Source: an optimization exercise on an open RTL-to-GDS flow (aim: small area, a short achievable clock period and few clock cycles per item). Production flows keep margins and buffers that such runs may drop. In this exercise RTL edits were held to simulation tests only and were not proved equivalent to the original. Power and IR drop assume default switching activity.

**design/flow/flow/run.sh**
```bash
#!/bin/bash
# The standard layout, with the smallest plain buffer on every port in
# place of the default port buffer cell, and a clock tree without dummy
# loads and with larger sink clusters.
set -euo pipefail
bash standard.sh \
  'BUFFER_PORTS_ARGS=-buffer_cell sky130_fd_sc_hd__buf_1' \
  'CTS_ARGS=-sink_clustering_enable -repair_clock_nets -dont_use_dummy_load -sink_clustering_size 30 -sink_clustering_max_diameter 80' \
  finish > standard.log 2>&1
```
**design/flow/standard.sh**
```bash
#!/bin/bash
# synth_recipe.tcl (not shown) runs the flow's synth.tcl, then flattens the netlist and writes it again
# the make line also repeats each setting of config.mk as NAME=value (left out here)
make -C /OpenROAD-flow-scripts/flow DESIGN_CONFIG=/design/flow/config.mk WORK_HOME=/design/flow/orfs CLKGATE_MAP_FILE= SYNTH_SCRIPT=/design/flow/synth_recipe.tcl "${@:-finish}"
```
**design/flow/config.mk**
```make
export PLATFORM = sky130hd
export DESIGN_NAME = mac_array_acc
export DESIGN_NICKNAME = mac_array_acc
export VERILOG_FILES = /design/flow/design.v
export SDC_FILE = /design/flow/constraint.sdc
export NUM_CORES = 4
export LEC_CHECK = 0
export ABC_AREA = 1
export CAP_MARGIN = 20
export CORE_MARGIN = 2
export CORE_UTILIZATION = 55
export SETUP_SLACK_MARGIN = 2.0
export SLEW_MARGIN = 20
```
**design/flow/constraint.sdc**
```tcl
create_clock -name core_clock -period 5.5 [get_ports {clk}]
set_input_delay 1.1000 -clock core_clock [delete_from_list [all_inputs] [get_ports {clk}]]
set_output_delay 1.1000 -clock core_clock [all_outputs]
set_load 0.01 [all_outputs]
```
**design/flow/design.v**
```verilog
module mac_array_acc #(
  parameter int DATA_WIDTH = 8,
  parameter int ACC_WIDTH  = 32,
  parameter int LANES      = 4,
  parameter int LEN_W      = 16
) (
  input  logic                        clk,
  input  logic                        rst_n,
  input  logic                        start,
  input  logic [LEN_W-1:0]            vec_len,
  input  logic [LANES*ACC_WIDTH-1:0]  bias,
  input  logic                        sat_en,
  input  logic                        in_valid,
  output logic                        in_ready,
  input  logic [LANES*DATA_WIDTH-1:0] operand_a,
  input  logic [LANES*DATA_WIDTH-1:0] operand_b,
  output logic                        out_valid,
  input  logic                        out_ready,
  output logic [LANES*ACC_WIDTH-1:0]  out_data,
  output logic [LANES-1:0]            overflow,
  output logic                        busy
);
  logic             r_in_ready;
  logic             r_out_valid;
  logic             r_fin;
  logic [LEN_W-1:0] r_cnt;
  logic             r_sat;
  logic             w_beat, w_load, w_last, w_empty;
  assign busy    = r_in_ready | r_fin | (r_out_valid & ~out_ready);
  assign w_load  = start & ~busy;
  assign w_beat  = in_valid & r_in_ready;
  assign w_last  = (r_cnt == LEN_W'(1));
  assign w_empty = (vec_len == '0);
  always_ff @(posedge clk or negedge rst_n) begin
    if (!rst_n) begin
      r_in_ready  <= 1'b0;
      r_out_valid <= 1'b0;
      r_fin       <= 1'b0;
    end else begin
      r_fin <= w_beat & w_last;
      if (w_load) begin
        r_in_ready  <= ~w_empty;
        r_out_valid <= w_empty;
      end else if (w_beat && w_last) begin
        r_in_ready  <= 1'b0;
      end else if (r_fin) begin
        r_out_valid <= 1'b1;
      end else if (out_ready) begin
        r_out_valid <= 1'b0;
      end
    end
  end
  always_ff @(posedge clk) begin
    if (w_load) begin
      r_cnt <= vec_len;
      r_sat <= sat_en;
    end else if (w_beat) begin
      r_cnt <= r_cnt - 1'b1;
    end
  end
  for (genvar g = 0; g < LANES; g++) begin : g_lane
    logic [DATA_WIDTH-1:0] a_g;
    logic [11:0]           w_be;
    logic [17:0]           w_ra, w_rb, r_ra, r_rb;
    logic [15:0]           s;
    logic                  c;
    logic [1:0]            t0, t1;
    logic [ACC_WIDTH-1:0]  r_acc;
    logic                  r_ovf;
    logic [15:0]           hi, hi_nxt, lo_nxt;
    logic [15:0]           ones_below, zeros_below, m_up, m_dn, m0, m1;
    logic                  up0, dn0, up1, dn1, up, dn, v0, v1, v;
    logic                  is_max, is_min, sat_max, sat_min;
    assign a_g = operand_a[g*DATA_WIDTH +: DATA_WIDTH] & {DATA_WIDTH{w_beat}};
    mac_booth_enc u_enc (
      .b  (operand_b[g*DATA_WIDTH +: DATA_WIDTH]),
      .be (w_be)
    );
    mac_mul_cs u_mul (
      .a  (a_g),
      .be (w_be),
      .ra (w_ra),
      .rb (w_rb)
    );
    always_ff @(posedge clk) begin
      r_ra <= w_ra;
      r_rb <= w_rb;
    end
    mac_acc_cs u_acc (
      .acc (r_acc[15:0]),
      .ra  (r_ra),
      .rb  (r_rb),
      .s   (s),
      .c   (c),
      .t0  (t0),
      .t1  (t1)
    );
    assign hi = r_acc[31:16];
    always_comb begin
      ones_below[0]  = 1'b1;
      zeros_below[0] = 1'b1;
      for (int i = 1; i < 16; i++) begin
        ones_below[i]  = ones_below[i-1] & hi[i-1];
        zeros_below[i] = zeros_below[i-1] & ~hi[i-1];
      end
    end
    assign is_max  = ones_below[15] & ~hi[15];
    assign is_min  = zeros_below[15] & hi[15];
    assign sat_max = r_sat & is_max;
    assign sat_min = r_sat & is_min;
    assign m_up    = ones_below & {16{~sat_max}};
    assign m_dn    = zeros_below & {16{~sat_min}};
    assign up0 = ~t0[1] & t0[0];
    assign dn0 = t0[1];
    assign up1 = ~t1[1] & t1[0];
    assign dn1 = t1[1];
    assign v0  = (up0 & is_max) | (dn0 & is_min);
    assign v1  = (up1 & is_max) | (dn1 & is_min);
    assign m0  = ({16{up0}} & m_up) | ({16{dn0}} & m_dn);
    assign m1  = ({16{up1}} & m_up) | ({16{dn1}} & m_dn);
    assign up  = c ? up1 : up0;
    assign dn  = c ? dn1 : dn0;
    assign v   = c ? v1 : v0;
    assign hi_nxt = hi ^ (c ? m1 : m0);
    assign lo_nxt = (s | {16{up & sat_max}}) & ~{16{dn & sat_min}};
    always_ff @(posedge clk) begin
      if (w_load) begin
        r_acc <= bias[g*ACC_WIDTH +: ACC_WIDTH];
        r_ovf <= 1'b0;
      end else begin
        r_acc <= {hi_nxt, lo_nxt};
        r_ovf <= r_ovf | v;
      end
    end
    assign out_data[g*ACC_WIDTH +: ACC_WIDTH] = r_acc;
    assign overflow[g] = r_ovf;
  end
  assign in_ready  = r_in_ready;
  assign out_valid = r_out_valid;
endmodule
module mac_mul_cs (
  input  logic [7:0]  a,
  input  logic [11:0] be,
  output logic [17:0] ra,
  output logic [17:0] rb
);
  wire p1 = ((be[0] & a[0]) | (be[1] & 1'b0)) ^ be[2];
  wire p2 = ((be[0] & a[1]) | (be[1] & a[0])) ^ be[2];
  wire p3 = ((be[0] & a[2]) | (be[1] & a[1])) ^ be[2];
  wire p4 = ((be[0] & a[3]) | (be[1] & a[2])) ^ be[2];
  wire p5 = ((be[0] & a[4]) | (be[1] & a[3])) ^ be[2];
  wire p6 = ((be[0] & a[5]) | (be[1] & a[4])) ^ be[2];
  wire p7 = ((be[0] & a[6]) | (be[1] & a[5])) ^ be[2];
  wire p8 = ((be[0] & a[7]) | (be[1] & a[6])) ^ be[2];
  wire p9 = ~(((be[0] & a[7]) | (be[1] & a[7])) ^ be[2]);
  wire p10 = ((be[3] & a[0]) | (be[4] & 1'b0)) ^ be[5];
  wire p11 = ((be[3] & a[1]) | (be[4] & a[0])) ^ be[5];
  wire p12 = ((be[3] & a[2]) | (be[4] & a[1])) ^ be[5];
  wire p13 = ((be[3] & a[3]) | (be[4] & a[2])) ^ be[5];
  wire p14 = ((be[3] & a[4]) | (be[4] & a[3])) ^ be[5];
  wire p15 = ((be[3] & a[5]) | (be[4] & a[4])) ^ be[5];
  wire p16 = ((be[3] & a[6]) | (be[4] & a[5])) ^ be[5];
  wire p17 = ((be[3] & a[7]) | (be[4] & a[6])) ^ be[5];
  wire p18 = ~(((be[3] & a[7]) | (be[4] & a[7])) ^ be[5]);
  wire p19 = ((be[6] & a[0]) | (be[7] & 1'b0)) ^ be[8];
  wire p20 = ((be[6] & a[1]) | (be[7] & a[0])) ^ be[8];
  wire p21 = ((be[6] & a[2]) | (be[7] & a[1])) ^ be[8];
  wire p22 = ((be[6] & a[3]) | (be[7] & a[2])) ^ be[8];
  wire p23 = ((be[6] & a[4]) | (be[7] & a[3])) ^ be[8];
  wire p24 = ((be[6] & a[5]) | (be[7] & a[4])) ^ be[8];
  wire p25 = ((be[6] & a[6]) | (be[7] & a[5])) ^ be[8];
  wire p26 = ((be[6] & a[7]) | (be[7] & a[6])) ^ be[8];
  wire p27 = ~(((be[6] & a[7]) | (be[7] & a[7])) ^ be[8]);
  wire p28 = ((be[9] & a[0]) | (be[10] & 1'b0)) ^ be[11];
  wire p29 = ((be[9] & a[1]) | (be[10] & a[0])) ^ be[11];
  wire p30 = ((be[9] & a[2]) | (be[10] & a[1])) ^ be[11];
  wire p31 = ((be[9] & a[3]) | (be[10] & a[2])) ^ be[11];
  wire p32 = ((be[9] & a[4]) | (be[10] & a[3])) ^ be[11];
  wire p33 = ((be[9] & a[5]) | (be[10] & a[4])) ^ be[11];
  wire p34 = ((be[9] & a[6]) | (be[10] & a[5])) ^ be[11];
  wire p35 = ((be[9] & a[7]) | (be[10] & a[6])) ^ be[11];
  wire p36 = ~(((be[9] & a[7]) | (be[10] & a[7])) ^ be[11]);
  wire s37 = be[11] ^ p7;
  wire c38 = be[11] & p7;
  wire s39 = p8 ^ p15;
  wire c40 = p8 & p15;
  wire s41 = 1'b1 ^ p9 ^ p16;
  wire c42 = (1'b1 & p9) | (1'b1 & p16) | (p9 & p16);
  wire s43 = 1'b1 ^ p17;
  wire c44 = 1'b1 & p17;
  wire s45 = be[8] ^ p5;
  wire c46 = be[8] & p5;
  wire s47 = p6 ^ p13;
  wire c48 = p6 & p13;
  wire s49 = p14 ^ p21 ^ p28;
  wire c50 = (p14 & p21) | (p14 & p28) | (p21 & p28);
  wire s51 = p22 ^ p29 ^ c38;
  wire c52 = (p22 & p29) | (p22 & c38) | (p29 & c38);
  wire s53 = p23 ^ p30 ^ c40;
  wire c54 = (p23 & p30) | (p23 & c40) | (p30 & c40);
  wire s55 = p24 ^ p31 ^ s43;
  wire c56 = (p24 & p31) | (p24 & s43) | (p31 & s43);
  wire s57 = p18 ^ p25 ^ p32;
  wire c58 = (p18 & p25) | (p18 & p32) | (p25 & p32);
  wire s59 = 1'b1 ^ p26;
  wire c60 = 1'b1 & p26;
  wire s61 = be[5] ^ p3;
  wire c62 = be[5] & p3;
  wire s63 = p4 ^ p11;
  wire c64 = p4 & p11;
  wire s65 = p12 ^ p19 ^ s45;
  wire c66 = (p12 & p19) | (p12 & s45) | (p19 & s45);
  wire s67 = p20 ^ c46 ^ s47;
  wire c68 = (p20 & c46) | (p20 & s47) | (c46 & s47);
  wire s69 = c48 ^ s37 ^ s49;
  wire c70 = (c48 & s37) | (c48 & s49) | (s37 & s49);
  wire s71 = s39 ^ c50 ^ s51;
  wire c72 = (s39 & c50) | (s39 & s51) | (c50 & s51);
  wire s73 = s41 ^ c52 ^ s53;
  wire c74 = (s41 & c52) | (s41 & s53) | (c52 & s53);
  wire s75 = c42 ^ c54 ^ s55;
  wire c76 = (c42 & c54) | (c42 & s55) | (c54 & s55);
  wire s77 = c44 ^ s57 ^ c56;
  wire c78 = (c44 & s57) | (c44 & c56) | (s57 & c56);
  wire s79 = p33 ^ s59 ^ c58;
  wire c80 = (p33 & s59) | (p33 & c58) | (s59 & c58);
  wire s81 = p27 ^ p34 ^ c60;
  wire c82 = (p27 & p34) | (p27 & c60) | (p34 & c60);
  wire s83 = 1'b1 ^ p35;
  wire c84 = 1'b1 & p35;
  assign ra = {1'b1,1'b1,1'b1,p36,s83,s81,s79,s77,s75,s73,s71,s69,s67,s65,s63,s61,p2,be[2]};
  assign rb = {1'b0,1'b0,1'b0,c84,c82,c80,c78,c76,c74,c72,c70,c68,c66,c64,c62,p10,1'b0,p1};
endmodule
module mac_acc_cs (
  input  logic [15:0] acc,
  input  logic [17:0] ra,
  input  logic [17:0] rb,
  output logic [15:0] s,
  output logic        c,
  output logic [1:0]  t0,
  output logic [1:0]  t1
);
  wire s85 = acc[0] ^ ra[0];
  wire c86 = acc[0] & ra[0];
  wire s87 = acc[1] ^ ra[1];
  wire c88 = acc[1] & ra[1];
  wire s89 = acc[2] ^ ra[2] ^ rb[2];
  wire c90 = (acc[2] & ra[2]) | (acc[2] & rb[2]) | (ra[2] & rb[2]);
  wire s91 = acc[3] ^ ra[3] ^ rb[3];
  wire c92 = (acc[3] & ra[3]) | (acc[3] & rb[3]) | (ra[3] & rb[3]);
  wire s93 = acc[4] ^ ra[4] ^ rb[4];
  wire c94 = (acc[4] & ra[4]) | (acc[4] & rb[4]) | (ra[4] & rb[4]);
  wire s95 = acc[5] ^ ra[5] ^ rb[5];
  wire c96 = (acc[5] & ra[5]) | (acc[5] & rb[5]) | (ra[5] & rb[5]);
  wire s97 = acc[6] ^ ra[6] ^ rb[6];
  wire c98 = (acc[6] & ra[6]) | (acc[6] & rb[6]) | (ra[6] & rb[6]);
  wire s99 = acc[7] ^ ra[7] ^ rb[7];
  wire c100 = (acc[7] & ra[7]) | (acc[7] & rb[7]) | (ra[7] & rb[7]);
  wire s101 = acc[8] ^ ra[8] ^ rb[8];
  wire c102 = (acc[8] & ra[8]) | (acc[8] & rb[8]) | (ra[8] & rb[8]);
  wire s103 = acc[9] ^ ra[9] ^ rb[9];
  wire c104 = (acc[9] & ra[9]) | (acc[9] & rb[9]) | (ra[9] & rb[9]);
  wire s105 = acc[10] ^ ra[10] ^ rb[10];
  wire c106 = (acc[10] & ra[10]) | (acc[10] & rb[10]) | (ra[10] & rb[10]);
  wire s107 = acc[11] ^ ra[11] ^ rb[11];
  wire c108 = (acc[11] & ra[11]) | (acc[11] & rb[11]) | (ra[11] & rb[11]);
  wire s109 = acc[12] ^ ra[12] ^ rb[12];
  wire c110 = (acc[12] & ra[12]) | (acc[12] & rb[12]) | (ra[12] & rb[12]);
  wire s111 = acc[13] ^ ra[13] ^ rb[13];
  wire c112 = (acc[13] & ra[13]) | (acc[13] & rb[13]) | (ra[13] & rb[13]);
  wire s113 = acc[14] ^ ra[14] ^ rb[14];
  wire c114 = (acc[14] & ra[14]) | (acc[14] & rb[14]) | (ra[14] & rb[14]);
  wire s115 = 1'b1 ^ acc[15];
  wire c116 = 1'b1 & acc[15];
  wire g117 = rb[0] & s85;
  wire g118 = c86 & s87;
  wire g119 = c88 & s89;
  wire g120 = c90 & s91;
  wire g121 = c92 & s93;
  wire g122 = c94 & s95;
  wire g123 = c96 & s97;
  wire g124 = c98 & s99;
  wire g125 = c100 & s101;
  wire g126 = c102 & s103;
  wire g127 = c104 & s105;
  wire g128 = c106 & s107;
  wire g129 = c108 & s109;
  wire g130 = c110 & s111;
  wire g131 = c112 & s113;
  wire g132 = s115 & c114;
  wire pr133 = rb[0] ^ s85;
  wire pr134 = c86 ^ s87;
  wire pr135 = c88 ^ s89;
  wire pr136 = c90 ^ s91;
  wire pr137 = c92 ^ s93;
  wire pr138 = c94 ^ s95;
  wire pr139 = c96 ^ s97;
  wire pr140 = c98 ^ s99;
  wire pr141 = c100 ^ s101;
  wire pr142 = c102 ^ s103;
  wire pr143 = c104 ^ s105;
  wire pr144 = c106 ^ s107;
  wire pr145 = c108 ^ s109;
  wire pr146 = c110 ^ s111;
  wire pr147 = c112 ^ s113;
  wire pr148 = s115 ^ c114;
  wire G149 = g118 | (pr134 & g117);
  wire P150 = pr134 & pr133;
  wire G151 = g120 | (pr136 & g119);
  wire P152 = pr136 & pr135;
  wire G153 = g122 | (pr138 & g121);
  wire P154 = pr138 & pr137;
  wire G155 = g124 | (pr140 & g123);
  wire P156 = pr140 & pr139;
  wire G157 = g126 | (pr142 & g125);
  wire P158 = pr142 & pr141;
  wire G159 = g128 | (pr144 & g127);
  wire P160 = pr144 & pr143;
  wire G161 = g130 | (pr146 & g129);
  wire P162 = pr146 & pr145;
  wire G163 = g132 | (pr148 & g131);
  wire P164 = pr148 & pr147;
  wire G165 = g119 | (pr135 & G149);
  wire P166 = pr135 & P150;
  wire G167 = G151 | (P152 & G149);
  wire P168 = P152 & P150;
  wire G169 = g123 | (pr139 & G153);
  wire P170 = pr139 & P154;
  wire G171 = G155 | (P156 & G153);
  wire P172 = P156 & P154;
  wire G173 = g127 | (pr143 & G157);
  wire P174 = pr143 & P158;
  wire G175 = G159 | (P160 & G157);
  wire P176 = P160 & P158;
  wire G177 = g131 | (pr147 & G161);
  wire P178 = pr147 & P162;
  wire G179 = G163 | (P164 & G161);
  wire P180 = P164 & P162;
  wire G181 = g121 | (pr137 & G167);
  wire P182 = pr137 & P168;
  wire G183 = G153 | (P154 & G167);
  wire P184 = P154 & P168;
  wire G185 = G169 | (P170 & G167);
  wire P186 = P170 & P168;
  wire G187 = G171 | (P172 & G167);
  wire P188 = P172 & P168;
  wire G189 = g129 | (pr145 & G175);
  wire P190 = pr145 & P176;
  wire G191 = G161 | (P162 & G175);
  wire P192 = P162 & P176;
  wire G193 = G177 | (P178 & G175);
  wire P194 = P178 & P176;
  wire G195 = G179 | (P180 & G175);
  wire P196 = P180 & P176;
  wire G197 = g125 | (pr141 & G187);
  wire P198 = pr141 & P188;
  wire G199 = G157 | (P158 & G187);
  wire P200 = P158 & P188;
  wire G201 = G173 | (P174 & G187);
  wire P202 = P174 & P188;
  wire G203 = G175 | (P176 & G187);
  wire P204 = P176 & P188;
  wire G205 = G189 | (P190 & G187);
  wire P206 = P190 & P188;
  wire G207 = G191 | (P192 & G187);
  wire P208 = P192 & P188;
  wire G209 = G193 | (P194 & G187);
  wire P210 = P194 & P188;
  wire G211 = G195 | (P196 & G187);
  wire P212 = P196 & P188;
  wire S213 = pr134 ^ g117;
  wire S214 = pr135 ^ G149;
  wire S215 = pr136 ^ G165;
  wire S216 = pr137 ^ G167;
  wire S217 = pr138 ^ G181;
  wire S218 = pr139 ^ G183;
  wire S219 = pr140 ^ G185;
  wire S220 = pr141 ^ G187;
  wire S221 = pr142 ^ G197;
  wire S222 = pr143 ^ G199;
  wire S223 = pr144 ^ G201;
  wire S224 = pr145 ^ G203;
  wire S225 = pr146 ^ G205;
  wire S226 = pr147 ^ G207;
  wire S227 = pr148 ^ G209;
  assign s = {S227,S226,S225,S224,S223,S222,S221,S220,S219,S218,S217,S216,S215,S214,S213,pr133};
  assign c = G211;
  assign t0 = {1'b1 ^ 1'b0 ^ (1'b1 & c116), 1'b1 ^ c116};
  assign t1 = {1'b1 ^ 1'b0 ^ (1'b1 | c116), ~(1'b1 ^ c116)};
endmodule
module mac_booth_enc (
  input  logic [7:0]  b,
  output logic [11:0] be
);
  for (genvar k = 0; k < 4; k++) begin : g_d
    logic b1, b0, bm;
    assign b1 = b[2*k+1];
    assign b0 = b[2*k];
    if (k == 0) begin : g_z
      assign bm = 1'b0;
    end else begin : g_n
      assign bm = b[2*k-1];
    end
    assign be[3*k]   = b0 ^ bm;
    assign be[3*k+1] = (b1 & ~b0 & ~bm) | (~b1 & b0 & bm);
    assign be[3*k+2] = b1;
  end
endmodule
```
==> results of run 1 <==
[sequential cells by signal (all words and copies together) (netlist names)]
signal        cells
g_lane.r_acc    128
g_lane.r_ra      60
g_lane.r_rb      56
r_cnt            16
g_lane.r_ovf      4
r_fin             1
r_in_ready        1
r_out_valid       1
r_sat             1
[layer usage]
layer | global-route usage, % | routed length [um] | share of wire [%] | up-vias
li1 | - | - | - | 8757
met1 | 38.6 | 23200 | 45 | 8077
met2 | 45.3 | 23500 | 46 | 557
met3 | 3.97 | 3510 | 6.8 | 73
met4 | 7.81 | 1460 | 2.8 | 0
met5 | 0 | 0 | 0 | -
[stage by stage]
stage                     std cells  instance area (sq um)  hold WS, ns  power, mW  util (%)
after floorplan                2514                  19000        0.443       11.3         -
after global placement         3241                  20600        0.457       13.2      59.9
after detailed placement       3241                  20600        0.458       13.6      59.9
after CTS                      3260                  21100        0.376       15.0      61.5
after global routing           3278                  21400        0.387       17.1      62.3
final                          3279                  21400        0.392       15.3      62.3
[cell families after synthesis]
logic type | after synthesis
buf+inv | 391
xor+xnor | 159
flops | 268
simple gates | 1150
compound gates | 324
fa+ha+maj | 222
[cell usage after synthesis (all sizes together)]
cell	count	area, sq um
buf	44	283
o31ai	1	7.51
inv	304	1140
clkbuf	39	146
nor4	7	43.8
xnor2	15	131
clkinv	4	15.0
a31oi	5	43.8
nand2	707	2690
o21ai	144	736
dfxtp	248	4960
dfrtp	3	75.1
fa	124	2480
a21o	2	15.0
nand3	205	1070
o41ai	4	35.0
nand4	55	369
nor3	12	60.1
xor2	144	1260
ha	98	1230
a311oi	1	8.76
a21boi	1	7.51
o21bai	5	37.5
o22ai	108	676
nand3b	9	92.6
o21a	1	7.51
nor2	155	632
a21oi	52	260
edfxtp	17	510
[cell usage in the layout, fill, tap and decap left out, types with 3 or more instances in the layout]
master	netlist	final
nand2_1	698	697
buf_1	8	347
inv_1	299	297
dfxtp_1	248	248
nand3_1	197	195
xor2_1	144	144
nor2_1	137	130
fa_1	124	124
o22ai_1	108	108
ha_1	98	98
o21ai_0	97	97
a21oi_1	52	52
nand4_1	51	51
o21ai_1	43	36
clkbuf_16	0	18
nor2_2	17	17
edfxtp_1	17	17
buf_4	14	16
xnor2_1	15	15
nor3_1	12	12
o21ai_2	4	11
nor2_4	1	8
nand3_2	7	8
nand3b_1	7	7
nor4_1	7	7
nand2_4	2	6
inv_2	5	5
o21bai_1	5	5
buf_12	0	5
nand4_2	4	4
o41ai_1	4	4
nand2_2	7	4
clkinv_1	4	3
dfrtp_1	3	3
[repair_timing]
item / in CTS / in global routing
setup buffers: 1 / 14
gates cloned: 0 / 3
pin swaps: 1 / 8
endpoints found under the setup margin: 98 / 110
gates resized for setup: 14 / 27
[area by class of cell]
cell class	instances	area [sq um]	share of cell area (%)
Timing Repair Buffer	371	1540	7.23
Clock buffer	18	450	2.11
Multi-Input combinational cell	1857	12100	56.6
Sequential cell	268	5550	26.0
Inverter	308	1160	5.44
Tap cell	455	569	2.66
Antenna cell	2	5.00	0.0234
[critical path, stage by stage]
cell	delay (ns)
buf_1	0.58
nor2_1	0.15
o21ai_1	0.41
o22ai_1	0.14
xor2_1	0.17
ha_1	0.24
fa_1	0.47
fa_1	0.48
[where the power goes]
part / internal, mW / total (mW) / switching (mW)
registers: 2.92 / 3.70 / 0.784
logic: 4.04 / 10.4 / 6.33
clock network: 0.583 / 1.23 / 0.648
total: 7.54 / 15.3 / 7.77
[worst paths after layout]
kind | cells past startpoint | startpoint | slack [ns] | end
max | 8 | operand_b[17] | 2.14 | g_lane[2].r_ra[8]
min | 1 | rst_n | 0.39 | r_fin
max reg2reg | 17 | g_lane[0].r_acc[3] | 2.15 | g_lane[0].r_acc[28]
min reg2reg | 2 | g_lane[1].r_ovf | 0.48 | g_lane[1].r_ovf
max in group asynchronous | 1 | rst_n | 4.95 | r_out_valid
min in group core_clock | 2 | g_lane[1].r_ovf | 0.48 | g_lane[1].r_ovf
==> reports/qor.txt, run 1 <==
Post-route DRC: 0
RD Place Congestion: 0.935
Routed WL per cell: 15.8 um
I/O pin total: 349
Num rows: 68
Pin count of the biggest net entering global routing: 92
Clk slew on worst S/H paths: 0.08 ns
Crit path required time: 5.89 ns
Worst Tran Pin Value: 1.01 ns
Synth cell types: 44
Peak supply drop: 0.000386 V
Slew headroom: 32.4%
Fin. max-slew vios: 0
Clock Path Buffers: 3
Yosys reg bits: 268
Congestion Overflow GR: 0
Synth Area in Compound Gates: 9.64%
Number of global-route vias before repair: 16400
CTS tree: built
Simple-gate portion of the synthesized area: 26.1%
Area of the core: 0.0343 sq mm
Cell Area, Synth: 0.0190 sq mm
Vias: 17500
Final min period: 3.36 ns
Latest clock arrival within the worst-skew pair: 0.51 ns
Adder-cell area share of the yosys netlist: 19.5%
CTS H-tree depth: 1
Post-place setup slack: 1.50 ns
Setup violations, final: 0
Run status: complete, no violations
Detailed placement HPWL: 39700 um
Final net count: 3260
Crit. End Element: flip-flop
Clock Skews: 0.0393 ns
Sum of negative setup slack: 0 ns
Largest family of logic cells by synthesized area: simple AND/OR/NAND/NOR gates
Max Freq: 298 MHz
Die Area: 0.0361 sq mm
Starting Density: 55.5%
Global-route wire length before repair: 81700 um
PwrDens: 716 mW/mm^2
Syn_nets: 2950
Cts hold-fix bufs: 0
Tot GR Track Use: 27.8%
Synthesized instance count: 2514
CTS root buf: clkbuf_16
Critical path type: in2reg
IO buf count: 348
Area growth from synthesis to layout: 12.3%
Layout cells sized above 1: 4.18%
Initial DRT Pass Iterations: 6
Initial antenna violation count: 2
Crit path max fanout: 14
Share of the yosys chip area belonging to registers: 29.2%
Critical Path AT: 3.75 ns
PnR worst setup slack: 2.14 ns
Fill cell count: 3247
Mux cell area share after synthesis: 0%
Iteration-0 DRC count of the detailed router: 1061
Die Y: 190 um
Final period util: 61.0%
TritonCTS Buffers: 18
Vias/cell: 5.33
RSZ-0062 raised after global routing: yes
Syn Area/Cell: 7.57 sq um
Synth Area in XOR/XNOR: 7.32%
Routed Antenna Nets: 0
Min-delay worst type: in2async
Maxcap violations: 0
P_leak: 10.4 nW
Worst setup SP type: primary input
Clk sink count: 268
Final WL: 51700 um
Fin. Hold Viols: 0
YS warnings: 1
Die X: 190 um
Testbench counts, summed over its fixed seeds: cycles 5,840, jobs 320.
==> inputs of run 2 (changes only) <==
--- a/design/flow/config.mk
+++ b/design/flow/config.mk
@@ -10,4 +10,4 @@
 export CORE_MARGIN = 2
 export CORE_UTILIZATION = 55
-export SETUP_SLACK_MARGIN = 2.0
+export SETUP_SLACK_MARGIN = 3.2
 export SLEW_MARGIN = 20
==> reports/qor.txt, run 2 <==
Crit-path cells: fa_1, ha_4, nand2_4, o21ai_4, nand2_1, nand2_2, nand2_2, nand2_2, o21ai_4, o21ai_2, nand2_2, nand2_4, nand4_1, nor2_4, buf_12, buf_16, o21ai_1, nand2_1
Biggest register: g_lane.r_acc
Switching power share of the total: 49.8% (-0.95 points)
Yosys reg bits: 268 (unchanged)
Cell Area, Synth: 0.0190 sq mm (unchanged)
Critical path type: reg2reg
Slowest CP cell: fa_1
Die Area: 0.0361 sq mm (unchanged)
Die Y: 190 um (unchanged)
Iteration-0 DRC count of the detailed router: 1420 (+34%)
Sum of negative setup slack: 0 ns (unchanged)
Clock group share of total power: 6.0% (-2.0 points)
Syn Area/Cell: 7.57 sq um (unchanged)
Final WL: 66500 um (+29%)
Synthesized instance count: 2514 (unchanged)
Crit. End Element: flip-flop
Clk sink count: 268 (unchanged)
Initial antenna violation count: 0 (-2)
Top cells by area, synth: dfxtp_1 (26%), nand2_1 (14%), fa_1 (13%)
Pin count of the biggest net entering global routing: 94 (+2.2%)
Clk slew on worst S/H paths: 0.10 ns (+0.02 ns)
Internal cell power: 11.1 mW (+47%)
I/O pin total: 349 (unchanged)
Fin. max-slew vios: 0 (unchanged)
Fin. Hold Viols: 0 (unchanged)
Worst Tran Pin Value: 0.901 ns (-0.113 ns)
Biggest regs: g_lane.r_acc: 128 flops, g_lane.r_ra: 60 flops, g_lane.r_rb: 56 flops
YS warnings: 1 (unchanged)
IO buf count: 348 (unchanged)
Hold WS: 0.346 ns (-0.0458 ns)
Total net switching power: 11.0 mW (+42%)
Global-route wire length before repair: 95900 um (+17%)
Share of the yosys chip area belonging to registers: 29.2% (unchanged)
Fin cells: 3516 (+7.2%)
CTS root buf: clkbuf_16
CTS H-tree depth: 1 (unchanged)
Congestion Overflow GR: 0 (unchanged)
CTS tree: built
Vias/cell: 5.67 (+6.5%)
Area of the core: 0.0343 sq mm (unchanged)
Number of synthesized flops with an enable pin: 17 (unchanged)
Area growth from synthesis to layout: 47.0%
Final min period: 3.08 ns (-0.281 ns)
Synth cell count leaders: nand2_1 (698), inv_1 (299), dfxtp_1 (248)
Final Util: 81.6% (+19 points)
Most common cell in the netlist: nand2_1
Fill cell count: 2139 (-34%)
TritonCTS Buffers: 19 (+1)
Crit path largest cell delay: 0.49 ns (-0.09 ns)
Die X: 190 um (unchanged)
Setup violations, final: 0 (unchanged)
Max Freq: 325 MHz (+9.2%)
P_leak: 12.5 nW (+21%)
Min-delay worst type: in2async
Num rows: 68 (unchanged)
Most frequent cells in the layout: nand2_1 (498), buf_1 (311), inv_1 (262)
Detailed placement HPWL: 39800 um (about the same)
Placed insts: 3239 (-0.062%)
Leading area contributor after synthesis: dfxtp_1
Final net count: 3498 (+7.3%)
RSZ-0062 raised after global routing: yes
Layout cells sized above 1: 32.9% (+29 points)
Commonest non-fill, non-tap cell in the layout: nand2_1
Crit path required time: 5.99 ns (+0.10 ns)
CP most frequent cell: nand2_2
Starting Density: 55.5% (unchanged)
Worst setup SP type: flip-flop
Max FFs per register: 128 (unchanged)
PwrDens: 789 mW/mm^2 (+10%)
Combinational Power Share: 76.7% (+8.9 points)
Slew headroom: 39.9% (+7.5 points)
RD Place Congestion: 0.923 (-1.3%)
Reg power frac: 17.4% (-6.8 points)
Routed Antenna Nets: 0 (unchanged)
Maxcap violations: 0 (unchanged)
Clock Skews: 0.0568 ns (+0.0175 ns)
Routed WL per cell: 18.9 um (+20%)
Peak supply drop: 0.000548 V (+42%)
Initial DRT Pass Iterations: 7 (+1)
Vias: 19900 (+14%)
Synth cell types: 44 (unchanged)
Cts hold-fix bufs: 0 (unchanged)
Syn_nets: 2950 (unchanged)
Crit path max fanout: 5 (-9)
Latest clock arrival within the worst-skew pair: 0.54 ns (+0.03 ns)
Tot GR Track Use: 33.0% (+5.3 points)
Final period util: 55.9% (-5.1 points)
Post-route DRC: 0 (unchanged)
Proportion of netlist area held by the largest area contributor: 26.1% (unchanged)
Number of global-route vias before repair: 18700 (+14%)
Run status: complete, no violations
Synth Flop Type: dfxtp_1
Clock Path Buffers: 3 (unchanged)
Critical Path AT: 3.56 ns (-0.19 ns)
Async SR Flop Fraction: 1.12% (unchanged)
==> run 2: power groups by stage <==
| stage | registers (mW) | logic (mW) | clock network [mW] |
|---|---|---|---|
| floorplan | 3.80 | 8.67 | 0 |
| CTS | 3.78 | 14.4 | 1.33 |
| finish | 3.83 | 16.9 | 1.32 |
| detailed placement | 3.80 | 10.8 | 0 |
| global route | 3.93 | 18.4 | 1.39 |
| global placement | 3.77 | 10.4 | 0 |
==> run 2: timing repair <==
action	in CTS	in global routing
pin swaps	237	221
resized for setup	479	308
endpoints found under the setup margin	249	257
buffers inserted	146	90
gates cloned	20	1
==> run 2: critical path, delay by kind of cell, from the launching register on <==
kind	cells	cell delay, ns
AND/OR/NAND/NOR	10	1.04
adder cells (fa/ha/maj)	2	0.82
AO/OA/AOI/OAI	4	0.49
flip-flops	1	0.37
buffers and inverters	2	0.27
==> run 2: metrics by stage <==
step                      total power, mW  setup WS, ns  area (sq um)
final                                22.1          2.42         28000
after global routing                 23.8          2.30         28000
after CTS                            19.5          2.51         25900
after detailed placement             14.6          1.49         21800
after global placement               14.2          1.60         21800
after floorplan                      12.5          2.51         20600
==> run 2: worst paths after layout <==
path                            cells past startpoint                  end  slack [ns]                from
worst max-delay path                               18  g_lane[2].r_acc[15]        2.42  g_lane[2].r_acc[3]
worst min-delay path                                1          r_out_valid        0.35               rst_n
worst max register to register                     18  g_lane[2].r_acc[15]        2.42  g_lane[2].r_acc[3]
worst min register to register                      2      g_lane[3].r_ovf        0.48     g_lane[3].r_ovf
max in group asynchronous                           1           r_in_ready        4.96               rst_n
min in group core_clock                             2      g_lane[3].r_ovf        0.48     g_lane[3].r_ovf
==> run 2: logic make-up (layout without fill, tap and decap cells) <==
group | count (synthesis) | after routing | share of synthesized area, %
AO/OA/AOI/OAI | 324 | 325 | 9.64
XOR/XNOR | 159 | 159 | 7.32
adder cells (fa/ha/maj) | 222 | 222 | 19.5
buffers and inverters | 391 | 925 | 8.33
flip-flops | 268 | 268 | 29.2
other | 0 | 1 | 0
AND/OR/NAND/NOR | 1150 | 1161 | 26.1
==> run 2: cell type report <==
cell class / instances / area, sq um / share of cell area (%)
inverters: 308 / 1270 / 4.54
multi-input cells: 1867 / 15900 / 56.8
diodes: 1 / 2.50 / 0.00895
well taps: 455 / 569 / 2.04
clock buffers: 19 / 475 / 1.70
repair buffers: 594 / 4050 / 14.5
repair inverters: 4 / 106 / 0.380
flip-flops and latches: 268 / 5620 / 20.1
==> run 2: layer usage <==
layer  track usage [%]  wire [um]
met5                 0          0
met4              13.9       3280
met3              4.33       5280
met2              56.1      32300
met1              42.4      25600
==> inputs of run 3 (changes only) <==
--- a/design/flow/config.mk
+++ b/design/flow/config.mk
@@ -10,4 +10,4 @@
 export CORE_MARGIN = 2
 export CORE_UTILIZATION = 55
-export SETUP_SLACK_MARGIN = 3.2
+export SETUP_SLACK_MARGIN = 2.8
 export SLEW_MARGIN = 20
==> reports/qor.txt, run 3 <==
Run status: complete, no violations
Multi-input gate area: 0.0143 sq mm (-9.6%)
Max Freq: 335 MHz (+2.9%)
Share of the yosys chip area belonging to registers: 29.2% (unchanged)
IO buf count: 348 (unchanged)
Die Y: 190 um (unchanged)
Final WL: 57500 um (-14%)
Synth Area in XOR/XNOR: 7.32% (unchanged)
Clk slew on worst S/H paths: 0.09 ns (about the same)
Slew headroom: 31.8% (-8.1 points)
Syn Area/Cell: 7.57 sq um (unchanged)
Biggest regs: g_lane.r_acc: 128 flops, g_lane.r_ra: 60 flops, g_lane.r_rb: 56 flops
Design Area, Final: 0.0253 sq mm (-9.6%)
YS warnings: 1 (unchanged)
RD Place Congestion: 0.932 (+0.99%)
Top cells by area, synth: dfxtp_1 (26%), nand2_1 (14%), fa_1 (13%)
Initial DRT Pass Iterations: 7 (unchanged)
Crit. End Element: flip-flop
Commonest non-fill, non-tap cell in the layout: nand2_1
Vias: 18500 (-7.0%)
Cts hold-fix bufs: 0 (unchanged)
Layout cells sized above 1: 22.2% (-11 points)
Crit path max fanout: 6 (+1)
Number of synthesized flops with an enable pin: 17 (unchanged)
Num rows: 68 (unchanged)
Area of the core: 0.0343 sq mm (unchanged)
Detailed placement HPWL: 39400 um (-1.1%)
P_leak: 11.7 nW (-6.3%)
Syn_nets: 2950 (unchanged)
CTS root buf: clkbuf_16
DP Area: 0.0214 sq mm (-2.0%)
Maxcap violations: 0 (unchanged)
Setup violations, final: 0 (unchanged)
Cell Area, Synth: 0.0190 sq mm (unchanged)
Sum of negative setup slack: 0 ns (unchanged)
PwrDens: 778 mW/mm^2 (-1.4%)
Simple-gate portion of the synthesized area: 26.1% (unchanged)
Area growth from synthesis to layout: 32.9%
Min-delay worst type: in2async
Final min period: 2.99 ns (-0.0871 ns)
Clk sink count: 268 (unchanged)
Clock Skews: 0.0595 ns (+0.00264 ns)
Worst setup SP type: flip-flop
Critical path type: reg2reg
Final Util: 73.8% (-7.8 points)
Most frequent cells in the layout: nand2_1 (545), buf_1 (331), inv_1 (271)
Synth cell types: 44 (unchanged)
Flip-flop and latch area: 0.00558 sq mm (-0.76%)
Final period util: 54.3% (-1.6 points)
Post-place setup slack: 1.63 ns (+0.138 ns)
Initial antenna violation count: 1 (+1)
Synthesized instance count: 2514 (unchanged)
Leading area contributor after synthesis: dfxtp_1
Latest clock arrival within the worst-skew pair: 0.56 ns (+0.02 ns)
PnR worst setup slack: 2.51 ns (+0.0871 ns)
Global-route wire length before repair: 88100 um (-8.2%)
CTS H-tree depth: 1 (unchanged)
Routed WL per cell: 16.8 um (-11%)
Largest family of logic cells by synthesized area: simple AND/OR/NAND/NOR gates
Starting Density: 55.5% (unchanged)
TritonCTS Buffers: 21 (+2)
Routed Antenna Nets: 0 (unchanged)
Crit path required time: 5.95 ns (-0.04 ns)
Adder-cell area share of the yosys netlist: 19.5% (unchanged)
Yosys reg bits: 268 (unchanged)
Die Area: 0.0361 sq mm (unchanged)
Synth Flop Type: dfxtp_1
Async SR Flop Fraction: 1.12% (unchanged)
Biggest register: g_lane.r_acc
Proportion of netlist area held by the largest area contributor: 26.1% (unchanged)
Max FFs per register: 128 (unchanged)
RSZ-0062 raised after global routing: yes
Fin. max-slew vios: 0 (unchanged)
Vias/cell: 5.43 (-4.3%)
Post-route DRC: 0 (unchanged)
CTS tree: built
Die X: 190 um (unchanged)
Pin count of the biggest net entering global routing: 91 (-3.2%)
Iteration-0 DRC count of the detailed router: 1064 (-25%)
Worst Tran Pin Value: 1.02 ns (+0.121 ns)
Final net count: 3400 (-2.8%)
Fill cell count: 2712 (+27%)
Mux cell area share after synthesis: 0% (unchanged)
Fin. Hold Viols: 0 (unchanged)
Most common cell in the netlist: nand2_1
Critical Path AT: 3.44 ns (-0.12 ns)
I/O pin total: 349 (unchanged)
Clock Path Buffers: 3 (unchanged)
Tot GR Track Use: 30.2% (-2.8 points)
Congestion Overflow GR: 0 (unchanged)
Peak supply drop: 0.000459 V (-16%)
Synth Area in Compound Gates: 9.64% (unchanged)
Synth cell count leaders: nand2_1 (698), inv_1 (299), dfxtp_1 (248)
Number of global-route vias before repair: 17500 (-6.6%)
Hold WS: 0.395 ns (+0.0494 ns)
-- run 3: through the flow --
step / instances / power, mW
detailed placement: 3242 / 13.9
CTS: 3361 / 17.5
finish: 3418 / 19.7
global route: 3417 / 21.5
global placement: 3242 / 13.6
floorplan: 2514 / 11.8
-- run 3: layer usage --
metal  share of wire [%]  global-route usage [%]  wire length, um  up-vias
met1                  41                    39.8            23600     8631
met2                  48                    50.7            27300      734
met4                 3.9                    10.1             2240        2
met3                 7.5                    4.81             4310      133
met5               0.021                       0               12        -
li1                    -                       -                -     9049
-- run 3: worst paths after layout --
kind	start	to	slack (ns)	cells past startpoint
worst max-delay path	g_lane[1].r_acc[3]	g_lane[1].r_acc[20]	2.51	18
worst min-delay path	rst_n	r_out_valid	0.40	1
worst max register to register	g_lane[1].r_acc[3]	g_lane[1].r_acc[20]	2.51	18
worst min register to register	g_lane[1].r_ovf	g_lane[1].r_ovf	0.48	2
max in group asynchronous	rst_n	r_fin	4.92	1
min in group core_clock	g_lane[1].r_ovf	g_lane[1].r_ovf	0.48	2
-- run 3: repair_timing --
| action | CTS | global route |
|---|---|---|
| gates resized for setup | 220 | 286 |
| pin swaps | 82 | 174 |
| gates cloned | 17 | 7 |
| setup endpoints to repair | 203 | 167 |
| buffers inserted | 81 | 49 |
-- run 3: logic make-up (layout without fill, tap and decap cells) --
family,Yosys count,in the layout
AOI/OAI and AO/OA,324,326
xor gates and xnor gates,159,159
adders and majority gates,222,222
buffers and inverters,391,828
DFF,268,268
other,0,1
and+or+nand+nor,1150,1159
-- run 3: layout make-up --
| cell class | instances | share of cell area (%) |
|---|---|---|
| antenna | 1 | 0.00990 |
| clock buffer | 21 | 2.08 |
| inverter | 308 | 4.89 |
| multi-input combinational | 1866 | 56.7 |
| sequential | 268 | 22.1 |
| tap | 455 | 2.25 |
| timing repair buffer | 496 | 11.6 |
| timing repair inverter | 3 | 0.356 |
-- run 3: power breakdown --
part | internal (mW) | switching, mW
sequential | 2.93 | 0.792
combinational | 6.50 | 8.07
clock | 0.675 | 0.711
-- run 3: worst max-delay path, stage by stage, from the launching register on --
cell and delay, ns:
dfxtp_2 0.34, fa_1 0.59, ha_4 0.24, a21oi_4 0.18, o21ai_4 0.08, nand2_2 0.07, nand2_2 0.06, nand2_2 0.08
nand2_2 0.07, o21ai_4 0.08, inv_2 0.08, a31oi_4 0.27, buf_6 0.14, nand3_4 0.19, nand2_4 0.18, nand2_1 0.07
nand2_1 0.06, nand3_1 0.07, nand2_1 0.09
==> inputs of run 4 (changes only) <==
--- a/design/flow/config.mk
+++ b/design/flow/config.mk
@@ -10,4 +10,4 @@
 export CORE_MARGIN = 2
 export CORE_UTILIZATION = 55
-export SETUP_SLACK_MARGIN = 2.8
+export SETUP_SLACK_MARGIN = 2.4
 export SLEW_MARGIN = 20
==> reports/qor.txt, run 4 <==
Sum of negative setup slack: 0 ns (unchanged)
R2r startpoint: g_lane[1].r_ra[13]
Crit path max fanout: 8 (+2)
Max FFs per register: 128 (unchanged)
Final net count: 3288 (-3.3%)
Clk slew on worst S/H paths: 0.11 ns (+0.02 ns)
R2r endpoint: g_lane[1].r_acc[6]
Commonest non-fill, non-tap cell in the layout: nand2_1
Post-route DRC: 0 (unchanged)
Design Area, Final: 0.0222 sq mm (-12%)
Crit path required time: 5.89 ns (-0.06 ns)
Fin. max-slew vios: 0 (unchanged)
Latest clock arrival within the worst-skew pair: 0.54 ns (-0.02 ns)
YS warnings: 1 (unchanged)
Vias: 17700 (-4.7%)
Pin count of the biggest net entering global routing: 91 (unchanged)
Worst setup SP type: flip-flop
CTS H-tree depth: 1 (unchanged)
CP Buf/Inv Count: 1 (-1)
Leading area contributor after synthesis: dfxtp_1
Die Area: 0.0361 sq mm (unchanged)
Yosys reg bits: 268 (unchanged)
Routed WL per cell: 16.0 um (-4.6%)
Biggest register: g_lane.r_acc
CTS tree: built
Family with the most delay on the worst path: simple AND/OR/NAND/NOR gates
Congestion Overflow GR: 0 (unchanged)
Grt met3 use: 5.09% (+0.28 points)
PwrDens: 737 mW/mm^2 (-5.3%)
Initial DRT Pass Iterations: 5 (-2)
Top cells by area, synth: dfxtp_1 (26%), nand2_1 (14%), fa_1 (13%)
Maxcap violations: 0 (unchanged)
Path depth of the worst reg2reg path: 15 (-3)
Crit. End Element: flip-flop
Met2 usage: 47.1% (-3.6 points)
Share of the yosys chip area belonging to registers: 29.2% (unchanged)
Critical Path AT: 3.41 ns (-0.03 ns)
Final period util: 54.8% (+0.43 points)
Starting Density: 55.5% (unchanged)
Iteration-0 DRC count of the detailed router: 1003 (-5.7%)
CP most frequent cell: nor2_1
Run status: complete, no violations
GR met1 Demand/Resource: 37.3% (-2.5 points)
Cts hold-fix bufs: 0 (unchanged)
RD Place Congestion: 0.888 (-4.7%)
Synthesized instance count: 2514 (unchanged)
Num rows: 68 (unchanged)
CTS root buf: clkbuf_16
Syn_nets: 2950 (unchanged)
Clock Path Buffers: 3 (unchanged)
Layout cells sized above 1: 8.98% (-13 points)
Critical path type: reg2reg
Final WL: 53100 um (-7.6%)
Area growth from synthesis to layout: 16.8%
WP depth: 15 (-3)
P_leak: 10.6 nW (-9.2%)
Crit-path cells: fa_1, ha_4, a21oi_4, nor2_1, nor2_1, nor2_1, nor2_2, nand2_2, a31oi_4, nand4_1, nor2_2, nor2_4, buf_12, nand2_2, nand2_1
Crit path largest cell delay: 0.58 ns (about the same)
Slew headroom: 33.6% (+1.8 points)
Worst Tran Pin Value: 0.996 ns (-0.0268 ns)
Fin. Hold Viols: 0 (unchanged)
Die Y: 190 um (unchanged)
Area of the core: 0.0343 sq mm (unchanged)
Vias/cell: 5.33 (-1.7%)
I/O pin total: 349 (unchanged)
Biggest regs: g_lane.r_acc: 128 flops, g_lane.r_ra: 60 flops, g_lane.r_rb: 56 flops
Global-route wire length before repair: 82600 um (-6.2%)
Clock Skews: 0.0614 ns (+0.00195 ns)
Initial antenna violation count: 7 (+6)
Most frequent cells in the layout: nand2_1 (672), buf_1 (333), inv_1 (287)
Final min period: 3.01 ns (+0.0234 ns)
Clk sink count: 268 (unchanged)
Most common cell in the netlist: nand2_1
TritonCTS Buffers: 19 (-9.5%)
Synth cell types: 44 (unchanged)
RSZ-0062 raised after global routing: yes
Die X: 190 um (unchanged)
Hold WS: 0.406 ns (+0.0107 ns)
Gr busiest metal: met2
Min-delay worst type: in2async
Slowest CP cell: fa_1
IO buf count: 348 (unchanged)
Synth Flop Type: dfxtp_1
Routed Antenna Nets: 0 (unchanged)
Max Freq: 332 MHz (-0.78%)
Proportion of netlist area held by the largest area contributor: 26.1% (unchanged)
Syn Area/Cell: 7.57 sq um (unchanged)
Async SR Flop Fraction: 1.12% (unchanged)
DP Area: 0.0207 sq mm (-3.2%)
Crit path from: g_lane[1].r_ra[13]
Tot GR Track Use: 28.2% (-2.0 points)
Setup violations, final: 0 (unchanged)
Number of synthesized flops with an enable pin: 17 (unchanged)
Synth cell count leaders: nand2_1 (698), inv_1 (299), dfxtp_1 (248)
Cell Area, Synth: 0.0190 sq mm (unchanged)
Detailed placement HPWL: 40200 um (+2.2%)
Number of global-route vias before repair: 16800 (-4.0%)
Peak supply drop: 0.000436 V (-5.0%)
R2R setup slack: 2.49 ns (-0.02 ns)
[run 4: worst max path at each step]
stage	to	slack, ns
floorplan	g_lane[2].r_ra[7]	2.35
detailed placement	g_lane[1].r_ra[7]	1.40
CTS	g_lane[0].r_acc[0]	2.40
global placement	g_lane[1].r_ra[7]	1.46
global route	g_lane[0].r_acc[24]	2.37
finish	g_lane[1].r_acc[6]	2.49
[run 4: metal layers]
| layer | wire [um] | up-vias |
|---|---|---|
| li1 | - | 8825 |
| met1 | 23400 | 8180 |
| met2 | 24300 | 567 |
| met3 | 3860 | 94 |
| met4 | 1600 | 2 |
| met5 | 13 | - |
[run 4: repair_timing]
item / CTS / global route
resized for setup: 67 / 79
setup endpoints to repair: 191 / 159
pin swaps: 14 / 35
gates cloned: 3 / 2
setup buffers: 18 / 21
[run 4: cell type report]
cell class | count | area [sq um]
multi-input combinational | 1857 | 12600
fill | 3092 | 12100
sequential | 268 | 5560
timing repair buffer | 397 | 1810
inverter | 308 | 1210
tap | 455 | 569
clock buffer | 19 | 475
antenna | 7 | 17.5
timing repair inverter | 1 | 8.76
[run 4: power breakdown]
group / leakage [nW] / internal (mW) / switching (mW)
clock: 0.234 / 0.614 / 0.666
sequential: 2.29 / 2.92 / 0.808
combinational: 8.08 / 4.66 / 6.70
total: 10.6 / 8.20 / 8.18
[run 4: cell families after synthesis]
| group | count (synthesis) | synth area share [%] |
|---|---|---|
| AOI/OAI and AO/OA | 324 | 9.64 |
| buffers and inverters | 391 | 8.33 |
| DFF | 268 | 29.2 |
| xor gates and xnor gates | 159 | 7.32 |
| adders and majority gates | 222 | 19.5 |
| and+or+nand+nor | 1150 | 26.1 |
[run 4: worst reg2reg max path, stage by stage (launching register included)]
cell     delay (ns)
dfxtp_2        0.34
fa_1           0.58
ha_4           0.24
a21oi_4        0.16
nor2_1         0.05
nor2_1         0.14
nor2_1         0.08
nor2_2         0.21
nand2_2        0.10
a31oi_4        0.23
nand4_1        0.17
nor2_2         0.18
nor2_4         0.10
buf_12         0.20
nand2_2        0.05
nand2_1        0.04
[run 4: per-stage QoR]
step	util [%]	setup WS (ns)	power [mW]	std cells
floorplan	-	2.35	11.4	2514
global placement	60.5	1.46	13.2	3242
detailed placement	60.5	1.40	13.6	3242
CTS	63.2	2.40	15.6	3282
global route	64.8	2.37	18.2	3309
finish	64.8	2.49	16.4	3312
==> inputs of run 5 (changes only) <==
--- a/design/flow/design.v
+++ b/design/flow/design.v
@@ -70,5 +70,5 @@
     logic [15:0]           hi, hi_nxt, lo_nxt;
     logic [15:0]           ones_below, zeros_below, m_up, m_dn, m0, m1;
-    logic                  up0, dn0, up1, dn1, up, dn, v0, v1, v;
+    logic                  up0, dn0, up1, dn1, f1, f0, v0, v1, v;
     logic                  is_max, is_min, sat_max, sat_min;
     assign a_g = operand_a[g*DATA_WIDTH +: DATA_WIDTH] & {DATA_WIDTH{w_beat}};
@@ -119,9 +119,9 @@
     assign m0  = ({16{up0}} & m_up) | ({16{dn0}} & m_dn);
     assign m1  = ({16{up1}} & m_up) | ({16{dn1}} & m_dn);
-    assign up  = c ? up1 : up0;
-    assign dn  = c ? dn1 : dn0;
     assign v   = c ? v1 : v0;
-    assign hi_nxt = hi ^ (c ? m1 : m0);
-    assign lo_nxt = (s | {16{up & sat_max}}) & ~{16{dn & sat_min}};
+    assign hi_nxt = c ? (hi ^ m1) : (hi ^ m0);
+    assign f1  = c ? (up1 & sat_max) : (up0 & sat_max);
+    assign f0  = c ? (dn1 & sat_min) : (dn0 & sat_min);
+    assign lo_nxt = (s | {16{f1}}) & ~{16{f0}};
     always_ff @(posedge clk) begin
       if (w_load) begin
--- a/design/flow/config.mk
+++ b/design/flow/config.mk
@@ -10,4 +10,4 @@
 export CORE_MARGIN = 2
 export CORE_UTILIZATION = 55
-export SETUP_SLACK_MARGIN = 2.4
+export SETUP_SLACK_MARGIN = 2.6
 export SLEW_MARGIN = 20
==> reports/qor.txt, run 5 <==
Area growth from synthesis to layout: 26.4%
Proportion of netlist area held by the largest area contributor: 26.2% (+0.098 points)
Final Util: 71.1% (+6.3 points)
Synth cell types: 48 (+9.1%)
Top cells by area, synth: dfxtp_1 (26%), fa_1 (13%), nand2_1 (13%)
YS warnings: 1 (unchanged)
Syn_nets: 2907 (-1.5%)
Worst setup SP type: flip-flop
Min-delay worst type: in2async
Max FFs per register: 128 (unchanged)
Die Area: 0.0360 sq mm (-0.36%)
Initial DRT Pass Iterations: 6 (+1)
Routed Antenna Nets: 0 (unchanged)
Tot GR Track Use: 29.7% (+1.5 points)
PwrDens: 775 mW/mm^2 (+5.2%)
Pin count of the biggest net entering global routing: 66 (-27%)
Layout cells sized above 1: 19.7% (+11 points)
Global-route wire length before repair: 86400 um (+4.6%)
Synthesized instance count: 2471 (-1.7%)
Clk sink count: 268 (unchanged)
Final min period: 3.06 ns (+0.0484 ns)
Detailed placement HPWL: 40100 um (-0.21%)
Share of the yosys chip area belonging to registers: 29.3% (+0.11 points)
Vias: 18400 (+3.9%)
IO buf count: 348 (unchanged)
Setup violations, final: 0 (unchanged)
Synth Flop Type: dfxtp_1
Final WL: 56400 um (+6.2%)
Yosys reg bits: 268 (unchanged)
Clock Skews: 0.0390 ns (-0.0224 ns)
CTS tree: built
Fin. Hold Viols: 0 (unchanged)
Final period util: 55.6% (+0.88 points)
Commonest non-fill, non-tap cell in the layout: nand2_1
Most common cell in the netlist: nand2_1
Iteration-0 DRC count of the detailed router: 1295 (+29%)
Post-route DRC: 0 (unchanged)
Worst Tran Pin Value: 0.757 ns (-0.239 ns)
Biggest regs: g_lane.r_acc: 128 flops, g_lane.r_ra: 60 flops, g_lane.r_rb: 56 flops
Number of synthesized flops with an enable pin: 17 (unchanged)
I/O pin total: 349 (unchanged)
TritonCTS Buffers: 17 (-2)
Latest clock arrival within the worst-skew pair: 0.53 ns (about the same)
Syn Area/Cell: 7.67 sq um (+1.4%)
Area of the core: 0.0337 sq mm (-1.7%)
Number of global-route vias before repair: 17200 (+2.6%)
Vias/cell: 5.50 (+3.1%)
Cell Area, Synth: 0.0190 sq mm (-0.37%)
Max Freq: 327 MHz (-1.6%)
Crit path max fanout: 7 (-1)
Fin. max-slew vios: 0 (unchanged)
Routed WL per cell: 16.9 um (+5.5%)
Critical Path AT: 3.49 ns (+0.08 ns)
CTS root buf: clkbuf_16
Crit. End Element: flip-flop
Die X: 190 um (-0.18%)
Most frequent cells in the layout: nand2_1 (538), buf_1 (332), inv_1 (260)
Design Area, Final: 0.0240 sq mm (+7.8%)
Starting Density: 56.3% (+0.76 points)
Peak supply drop: 0.000427 V (-2.2%)
Num rows: 67 (-1.5%)
Leading area contributor after synthesis: dfxtp_1
P_leak: 11.1 nW (+4.3%)
Synth cell count leaders: nand2_1 (658), inv_1 (286), dfxtp_1 (248)
Final net count: 3322 (+1.0%)
Biggest register: g_lane.r_acc
Initial antenna violation count: 1 (-6)
Async SR Flop Fraction: 1.12% (unchanged)
Critical path type: reg2reg
Maxcap violations: 0 (unchanged)
Clk slew on worst S/H paths: 0.11 ns (about the same)
RD Place Congestion: 0.944 (+6.3%)
Post-place setup slack: 1.65 ns (+0.254 ns)
CTS H-tree depth: 1 (unchanged)
PnR worst setup slack: 2.44 ns (-0.0484 ns)
Clock Path Buffers: 3 (unchanged)
Run status: complete, no violations
Congestion Overflow GR: 0 (unchanged)
RSZ-0062 raised after global routing: yes
Cts hold-fix bufs: 0 (unchanged)
Crit path required time: 5.93 ns (+0.04 ns)
Die Y: 190 um (-0.18%)
Slew headroom: 49.5% (+16 points)
Sum of negative setup slack: 0 ns (unchanged)
DP Area: 0.0212 sq mm (+2.0%)
[run 5: cell count changes after synthesis, sizes merged, moves of 5 or more]
cell    previous run  this run
nor2             155       150
nand3            205       197
nand2            707       664
a21oi             52        45
clkbuf            39        44
buf               44        37
inv              304       297
o21ai            144       155
[run 5: cell type report]
type | count | area, sq um
antenna | 3 | 7.51
inverter | 302 | 1250
clock buffer | 17 | 425
tap | 448 | 561
fill | 2761 | 9740
multi-input combinational | 1828 | 13700
timing repair buffer | 466 | 2450
timing repair inverter | 3 | 31.3
sequential | 268 | 5580
[run 5: critical path, cell delays in order (launching register included)]
cell and delay [ns]:
dfxtp_2 0.36, fa_1 0.53, ha_1 0.28, a21oi_2 0.18, o21ai_1 0.15, a211oi_4 0.39, nand2_8 0.12, inv_8 0.09
nand4_1 0.16, o21ai_4 0.28, clkinvlp_4 0.23, o21ai_1 0.12, nand2_1 0.05
[run 5: routing by layer]
metal / global-route usage (%) / part of all wire (%) / up-vias
met2: 49.0 / 47 / 762
met3: 3.39 / 7.5 / 126
li1: - / - / 8887
met5: 0 / 0 / -
met4: 9.69 / 3.6 / 0
met1: 40.8 / 42 / 8576
[run 5: final timing paths]
check                                         from            endpoint  slack, ns  cells past startpoint
worst max register to register  g_lane[0].r_acc[8]  g_lane[0].r_acc[5]       2.44                     12
worst min-delay path                         rst_n         r_out_valid       0.37                      1
min in group core_clock            g_lane[3].r_ovf     g_lane[3].r_ovf       0.48                      2
worst max-delay path            g_lane[0].r_acc[8]  g_lane[0].r_acc[5]       2.44                     12
max in group asynchronous                    rst_n               r_fin       4.96                      1
worst min register to register     g_lane[3].r_ovf     g_lane[3].r_ovf       0.48                      2
[run 5: cell families (layout without fill, tap and decap cells)]
group	after synthesis	after routing	share of synthesized area (%)
AO/OA/AOI/OAI	336	336	10.0
flip-flops	268	268	29.3
buffers and inverters	383	788	8.22
XOR/XNOR	165	165	7.62
other	0	3	0
adder cells (fa/ha/maj)	222	222	19.6
AND/OR/NAND/NOR	1097	1105	25.3
[run 5: power by group]
| group | leakage [nW] | switching (mW) | internal (mW) | total (mW) |
|---|---|---|---|---|
| Clock | 0.210 | 0.663 | 0.553 | 1.22 |
| Combinational | 8.56 | 7.57 | 6.03 | 13.6 |
| Sequential | 2.29 | 0.822 | 2.93 | 3.75 |
[run 5: per-stage QoR]
stage	hold slack (ns)	power, mW	cells
floorplan	0.443	11.2	2471
global placement	0.456	13.0	3194
detailed placement	0.463	13.4	3194
CTS	0.360	16.2	3286
global route	0.358	20.3	3333
finish	0.375	18.6	3335
[run 5: repair_timing]
action                                  CTS  global route
endpoints found under the setup margin  181           150
gates resized for setup                 150           244
setup buffers                            67            40
pin swaps                                48           117
gates cloned                              8             6
Testbench counts of run 5, summed over its fixed seeds: cycles 5,840, jobs 320.
==> inputs of run 6 (changes only) <==
--- a/design/flow/config.mk
+++ b/design/flow/config.mk
@@ -10,4 +10,4 @@
 export CORE_MARGIN = 2
 export CORE_UTILIZATION = 55
-export SETUP_SLACK_MARGIN = 2.6
+export SETUP_SLACK_MARGIN = 2.2
 export SLEW_MARGIN = 20
==> reports/qor.txt, run 6 <==
Synth cell count leaders: nand2_1 (658), inv_1 (286), dfxtp_1 (248)
Synth Flop Type: dfxtp_1
Top layer in use: met5
Syn_nets: 2907 (unchanged)
Die Y: 190 um (unchanged)
Clock Skews: 0.0394 ns (+0.000347 ns)
Met2 routed WL: 24400 um (-8.5%)
RSZ-0062 raised after global routing: yes
Worst Tran Pin Value: 0.847 ns (+0.0905 ns)
Clk sink count: 268 (unchanged)
CTS tree: built
Initial antenna violation count: 10 (+9)
Vias: 17600 (-4.3%)
Crit path required time: 5.91 ns (-0.02 ns)
Crit. End Element: flip-flop
Max Freq: 317 MHz (-3.1%)
Post-route DRC: 0 (unchanged)
Reg power frac: 24.2% (+4.0 points)
Share of the yosys chip area belonging to registers: 29.3% (unchanged)
YS warnings: 1 (unchanged)
Final net count: 3240 (-2.5%)
Fin. max-slew vios: 0 (unchanged)
Latest clock arrival within the worst-skew pair: 0.52 ns (about the same)
TritonCTS Buffers: 18 (+1)
Cell Area, Synth: 0.0190 sq mm (unchanged)
Starting Density: 56.3% (unchanged)
Metal-1 WL: 22800 um (-3.0%)
PnR worst setup slack: 2.34 ns (-0.0972 ns)
Syn Area/Cell: 7.67 sq um (unchanged)
Area of the core: 0.0337 sq mm (unchanged)
IO buf count: 348 (unchanged)
Number of global-route vias before repair: 16400 (-4.4%)
Final min period: 3.16 ns (+0.0972 ns)
Synthesized instance count: 2471 (unchanged)
Routed WL per cell: 16.2 um (-4.3%)
Routed Antenna Nets: 0 (unchanged)
Leading area contributor after synthesis: dfxtp_1
Most frequent cells in the layout: nand2_1 (651), buf_1 (337), inv_1 (283)
Max FFs per register: 128 (unchanged)
Maxcap violations: 0 (unchanged)
Initial DRT Pass Iterations: 5 (-1)
Biggest register: g_lane.r_acc
Hold WS: 0.370 ns (-0.00441 ns)
Combinational Power Share: 67.8% (-5.4 points)
Layout cells sized above 1: 6.39% (-13 points)
Routed met3 length: 3650 um (-14%)
Proportion of netlist area held by the largest area contributor: 26.2% (unchanged)
Sum of negative setup slack: 0 ns (unchanged)
Flip-flop and latch area: 0.00555 sq mm (-0.43%)
Synth cell types: 48 (unchanged)
PwrDens: 719 mW/mm^2 (-7.2%)
Vias/cell: 5.39 (-2.0%)
Final WL: 52700 um (-6.6%)
Fin. Hold Viols: 0 (unchanged)
Post-place setup slack: 1.23 ns (-0.418 ns)
Commonest non-fill, non-tap cell in the layout: nand2_1
Tot GR Track Use: 28.0% (-1.6 points)
Global-route wire length before repair: 82000 um (-5.2%)
Run status: complete, no violations
Die X: 190 um (unchanged)
Yosys reg bits: 268 (unchanged)
Multi-input gate area: 0.0121 sq mm (-11%)
Pin count of the biggest net entering global routing: 77 (+17%)
Num rows: 67 (unchanged)
Clock group share of total power: 8.0% (+1.5 points)
Critical Path AT: 3.57 ns (+0.08 ns)
Congestion Overflow GR: 0 (unchanged)
Most common cell in the netlist: nand2_1
Switching power share of the total: 50.4% (+1.6 points)
Internal cell power: 7.69 mW (-19%)
CTS H-tree depth: 1 (unchanged)
Clk slew on worst S/H paths: 0.10 ns (about the same)
Final period util: 57.4% (+1.8 points)
I/O pin total: 349 (unchanged)
Iteration-0 DRC count of the detailed router: 1010 (-22%)
Min-delay worst type: in2async
Area growth from synthesis to layout: 13.7%
Fin cells: 3257 (-2.3%)
Clock Path Buffers: 3 (unchanged)
Setup violations, final: 0 (unchanged)
Worst setup SP type: primary input
Crit path max fanout: 33 (+26)
CTS root buf: clkbuf_16
Biggest regs: g_lane.r_acc: 128 flops, g_lane.r_ra: 60 flops, g_lane.r_rb: 56 flops
Slew headroom: 43.5% (-6.0 points)
Die Area: 0.0360 sq mm (unchanged)
Peak supply drop: 0.000384 V (-10%)
Total net switching power: 7.81 mW (-14%)
Top cells by area, synth: dfxtp_1 (26%), fa_1 (13%), nand2_1 (13%)
Tot Pwr: 15.5 mW (-17%)
Number of synthesized flops with an enable pin: 17 (unchanged)
Critical path type: in2reg
RD Place Congestion: 0.905 (-4.1%)
Async SR Flop Fraction: 1.12% (unchanged)
Fill cell count: 3120 (+13%)
Detailed placement HPWL: 40200 um (+0.24%)
P_leak: 10.3 nW (-6.6%)
Placed insts: 3194 (unchanged)
## run 6: cell counts after synthesis
No cell type changed its count.
## run 6: timing repair
action | 4_1_cts | 5_1_grt
cloned | 2 | 3
hold buffers | 0 | 0
pin swaps | 7 | 13
setup endpoints to repair | 130 | 160
gates resized for setup | 39 | 43
setup buffers | 17 | 16
## run 6: final timing paths
kind / slack (ns) / to / startpoint / cells past startpoint
min in group core_clock: 0.49 / g_lane[2].r_ovf / g_lane[2].r_ovf / 2
worst min register to register: 0.49 / g_lane[2].r_ovf / g_lane[2].r_ovf / 2
worst max-delay path: 2.34 / g_lane[0].r_ra[8] / in_valid / 10
worst min-delay path: 0.37 / r_in_ready / rst_n / 1
worst max register to register: 2.35 / g_lane[3].r_acc[13] / g_lane[3].r_acc[13] / 14
max in group asynchronous: 4.94 / r_fin / rst_n / 1
## run 6: cell type report
type | instances | area share [%]
multi-input combinational | 1824 | 56.3
sequential | 268 | 25.7
timing repair buffer | 390 | 7.74
antenna | 7 | 0.0812
inverter | 302 | 5.48
tap | 448 | 2.60
clock buffer | 18 | 2.09
## run 6: cell families (layout without fill, tap and decap cells)
logic type	after synthesis	count (layout)	share of synthesized area, %
xor gates and xnor gates	165	165	7.62
other	0	7	0
and+or+nand+nor	1097	1101	25.3
adders and majority gates	222	222	19.6
DFF	268	268	29.3
buffers and inverters	383	710	8.22
AOI/OAI and AO/OA	336	336	10.0
## run 6: critical path, stage by stage
cell	delay (ns)
buf_1	0.07
nand2_1	0.10
inv_1	0.10
buf_6	0.29
nand2_1	0.31
o22ai_1	0.27
xor2_1	0.11
ha_1	0.23
fa_1	0.50
fa_1	0.48
## run 6: stage by stage
step / util (%) / cell area (sq um)
after floorplan: - / 19000
after global placement: 60.8 / 20500
after detailed placement: 60.8 / 20500
after CTS: 63.1 / 21300
after global routing: 64.0 / 21600
final: 64.0 / 21600
## run 6: power by group through the flow
stage                     Sequential [mW]  Combinational (mW)  Clock [mW]
after floorplan                      3.78                7.38           0
after global placement               3.76                9.27           0
after detailed placement             3.78                9.59           0
after CTS                            3.74                10.0        1.28
after global routing                 3.85                12.0        1.35
final                                3.75                10.5        1.25
## run 6: per-layer routing
metal / vias up / GRT usage, %
met5: - / 0
met2: 559 / 46.0
met1: 8174 / 37.9
li1: 8702 / -
met3: 113 / 4.00
met4: 8 / 9.87

afterwards: timing with drivers on the ports:
How much do the figures lean on ideal ports? The routed layouts below were timed once more, with nothing changed but the port constraints.
Step 1 (the two cells are an assumption about what drives the block):
set clk [get_ports {clk}]
set_driving_cell -lib_cell sky130_fd_sc_hd__clkbuf_16 $clk
set_driving_cell -lib_cell sky130_fd_sc_hd__buf_2 [delete_from_list [all_inputs] $clk]
Step 2 adds t to the input delays and takes it off the output delays; t is the mean of the earliest and latest rising clock arrival at the registers after step 1. Input paths then give back, and output paths get back, about the clock's delay inside the block.
a / b / c = ideal ports / drivers / drivers and shift; a / b = the first two.
run	shift t [ns]	setup slack, ns	clock arrival spread, ns	slew at the worst register clock pin (ns)	pins driven straight from the clock port
run 1	0.544	2.143 / 2.151 / 1.628	0.047 / 0.047	0.10 / 0.10	1
run 2	0.568	2.424 / 2.424 / 2.066	0.057 / 0.057	0.11 / 0.11	1
run 3	0.581	2.511 / 2.511 / 2.125	0.068 / 0.067	0.10 / 0.10	1
run 4	0.561	2.488 / 2.488 / 1.973	0.064 / 0.064	0.11 / 0.11	1
run 5	0.565	2.439 / 2.439 / 2.139	0.048 / 0.047	0.11 / 0.11	1
run 6	0.557	2.342 / 2.339 / 1.781	0.043 / 0.043	0.10 / 0.10	1
After both steps setup and hold are still met in every run listed. The setup slack of run 6, which loses most, moves by -0.003 ns with the drivers and by -0.561 ns with both steps.
